This is an optimization exercise on Yosys and OpenROAD, whose aim is small area, not a production implementation.
In this exercise RTL edits were held to simulation tests only and were not proved equivalent to the original.

==> inputs of try-sierra <==
Design decode_stage, start of the top module:
module decode_stage (
    input  logic               clk,
    input  logic               reset,
    input  decode_pkg::word_t  instruction,
    input  decode_pkg::word_t  pc_plus_four,
    input  logic               stall,
    input  decode_pkg::wb_t    wb,
    input  decode_pkg::fwd_t   fwd_ex,
    input  decode_pkg::fwd_t   fwd_mem,
    output decode_pkg::id_ex_t id_ex,
    output logic               jump_taken,
    output decode_pkg::word_t  target,
    output logic               fetch_hold
);
    decode_pkg::ctrl_t      ctrl;
    decode_pkg::alu_op_t    alu_op;
    decode_pkg::dmem_info_t dmem;
    logic                   insert_bubble;
    decode_pkg::word_t      rd_a;
    decode_pkg::word_t      rd_int_or_a;
    logic                   rd_int_hit_a;
    logic                   rd_int_zero_a;
    decode_pkg::word_t      rd_b;
    decode_control control (
        .clk           (clk),
        .reset         (reset),
        .stall         (stall),
        .instruction   (instruction),
        .ctrl          (ctrl),
        .alu_op        (alu_op),
        .dmem          (dmem),
        .insert_bubble (insert_bubble),
        .fetch_hold    (fetch_hold)
    );
    reg_file regs (
        .clk       (clk),
        .reset     (reset),
        .we        (wb.we),
  ...
==> flow/config.mk <==
export PLATFORM = sky130hd
export DESIGN_NAME = decode_stage
export DESIGN_NICKNAME = decode_stage
export VERILOG_FILES = /design/flow/design.v
export SDC_FILE = /design/flow/constraint.sdc
export NUM_CORES = 4
export LEC_CHECK = 0
export CAP_MARGIN = 20
export CELL_PAD_IN_SITES_DETAIL_PLACEMENT = 1
export CELL_PAD_IN_SITES_GLOBAL_PLACEMENT = 1
export CORE_MARGIN = 2
export CORE_UTILIZATION = 40
export CTS_CLUSTER_DIAMETER = 80
export CTS_CLUSTER_SIZE = 25
export SETUP_SLACK_MARGIN = 0.3
export SLEW_MARGIN = 20
==> flow/constraint.sdc <==
create_clock -name core_clock -period 7.0 [get_ports {clk}]
set_input_delay 1.4000 -clock core_clock [delete_from_list [all_inputs] [get_ports {clk}]]
set_output_delay 1.4000 -clock core_clock [all_outputs]
set_load 0.01 [all_outputs]
run.sh (not shown) runs the stock make flow with config.mk's settings and CLKGATE_MAP_FILE= SYNTH_SCRIPT=/design/flow/synth_recipe.tcl, a recipe that flattens the netlist after the stock synthesis.
==> try-yarrow (differences from try-sierra) <==
==> flow/flow/run.sh (new file) <==
#!/bin/bash
# Layout: the standard ORFS flow (standard.sh), unchanged synthesis, with
# a few extra ORFS settings for area: plain buf_1 cells on the ports instead of
# the delay buffers buffer_ports picks, no dummy loads in the clock tree, and
# downsizing of non-critical cells after global routing.
set -euo pipefail
here=$(pwd)
export BUFFER_PORTS_ARGS="-buffer_cell sky130_fd_sc_hd__buf_1"
export CTS_ARGS="-sink_clustering_enable -repair_clock_nets -dont_use_dummy_load -sink_clustering_size 25 -sink_clustering_max_diameter 80"
export RECOVER_POWER=100
bash standard.sh finish > "$here/standard.log" 2>&1
==> flow/standard.sh (new file) <==
#!/bin/bash
# synth_recipe.tcl (not shown) runs the flow's synth.tcl, then flattens the netlist and writes it again
# the make line also repeats each setting of config.mk as NAME=value (left out here)
make -C /OpenROAD-flow-scripts/flow DESIGN_CONFIG=/design/flow/config.mk WORK_HOME=/design/flow/orfs CLKGATE_MAP_FILE= SYNTH_SCRIPT=/design/flow/synth_recipe.tcl "${@:-finish}"
CAP_MARGIN = 10   (was 20)
CTS_CLUSTER_DIAMETER = not set   (was 80)
CTS_CLUSTER_SIZE = not set   (was 25)
SETUP_SLACK_MARGIN = 0.05   (was 0.3)
SLEW_MARGIN = 10   (was 20)
removed: flow/run.sh
==> try-indigo (differences from try-sierra) <==
==> flow/flow/run.sh (new file) <==
#!/bin/bash
# Layout: the standard ORFS flow (standard.sh), unchanged synthesis, with
# two extra ORFS settings for area: plain buf_1 cells on the ports instead of
# the delay buffers buffer_ports picks, and larger sink clusters without dummy
# loads in the clock tree.
set -euo pipefail
here=$(pwd)
export BUFFER_PORTS_ARGS="-buffer_cell sky130_fd_sc_hd__buf_1"
export CTS_ARGS="-sink_clustering_enable -repair_clock_nets -dont_use_dummy_load -sink_clustering_size 25 -sink_clustering_max_diameter 80"
bash standard.sh finish > "$here/standard.log" 2>&1
==> flow/standard.sh (new file) <==
#!/bin/bash
# synth_recipe.tcl (not shown) runs the flow's synth.tcl, then flattens the netlist and writes it again
# the make line also repeats each setting of config.mk as NAME=value (left out here)
make -C /OpenROAD-flow-scripts/flow DESIGN_CONFIG=/design/flow/config.mk WORK_HOME=/design/flow/orfs CLKGATE_MAP_FILE= SYNTH_SCRIPT=/design/flow/synth_recipe.tcl "${@:-finish}"
CTS_CLUSTER_DIAMETER = not set   (was 80)
CTS_CLUSTER_SIZE = not set   (was 25)
removed: flow/run.sh
==> qor.yml <==
run_status:
  run_status: "no timing/DRC/antenna violations"
clock_network:
  clk_pin_slew_ns: 0.08
cells_and_area:
  stdcell_area_sq_um: 114000
routing:
  viasPerCell: 7.91
timing:
  finalHoldWorstSlack_ns: 0.520
critical_path:
  cp.required_ns: 5.60
power_and_ir_drop:
  power_frac_seq_pct: 54.3
  p_comb_share_pct: 14.7
global_routing:
  met2_usage_pct: 66.1
-- figures above: try-sierra

==> qor.yml <==
run_status:
  run_status: "finished with violations"
  check-failures: "setup timing"
cells_and_area:
  stdcell_area_sq_um: 108000
logic_synthesis:
  synth_top_area_cell: "edfxtp_1"
clock_network:
  clk_pin_slew_ns: 0.07
global_routing:
  met2_usage_pct: 63.8
timing:
  setup_violations: 1
  finalHoldWorstSlack_ns: 0.534
  timing.final.ws_setup_ns: -0.0118
critical_path:
  cp.required_ns: 5.60
routing:
  viasPerCell: 7.93
power_and_ir_drop:
  power_frac_seq_pct: 57.8
-- figures above: try-indigo

==> qor.yml <==
power_and_ir_drop:
  p_comb_share_pct: 13.9
timing:
  timing.final.ws_setup_ns: -0.340
  finalHoldWorstSlack_ns: 0.533
  report.final.slew_viol_count: 3241
  setup_violations: 25
cells_and_area:
  seq_cells: 2151
  stdcell_area_sq_um: 107000
global_routing:
  met2_usage_pct: 63.8
run_status:
  check-failures: "capacitance limit, slew limit, setup timing"
  run_status: "finished with violations"
job:
  drv_cap: 105
routing:
  viasPerCell: 7.89
  drc: 0
  highest_layer: "met5"
clock_network:
  clk_pin_slew_ns: 0.09
critical_path:
  cp.required_ns: 7.48
-- figures above: try-yarrow

what the ideal ports hide:
The results above use ideal ports. As a check the final layouts listed here were re-extracted and re-timed, cells and wires unchanged. Step 1 (the two cells are an assumption about what drives the block):
set clk [get_ports {clk}]
set_driving_cell -lib_cell sky130_fd_sc_hd__clkbuf_16 $clk
set_driving_cell -lib_cell sky130_fd_sc_hd__buf_2 [delete_from_list [all_inputs] $clk]
Step 2 adds t to the input delays and takes it off the output delays; t is the mean of the earliest and latest rising clock arrival at the registers after step 1. Input paths then give back, and output paths get back, about the clock's delay inside the block. Slacks: no drivers / after step 1 / after step 2; pairs: no drivers / after step 1.
| run | shift t [ns] | slack for setup (ns) | pins driven straight from the clock port |
|---|---|---|---|
| try-sierra | 0.995 | 0.098 / 0.064 / 0.064 | 1 |
| try-yarrow | 0.943 | -0.340 / -0.323 / -1.266 | 1 |
| try-indigo | 0.935 | -0.012 / -0.043 / -0.043 | 1 |
The setup slack of try-yarrow, which loses most, moves by +0.017 ns with the drivers and by -0.926 ns with both steps.
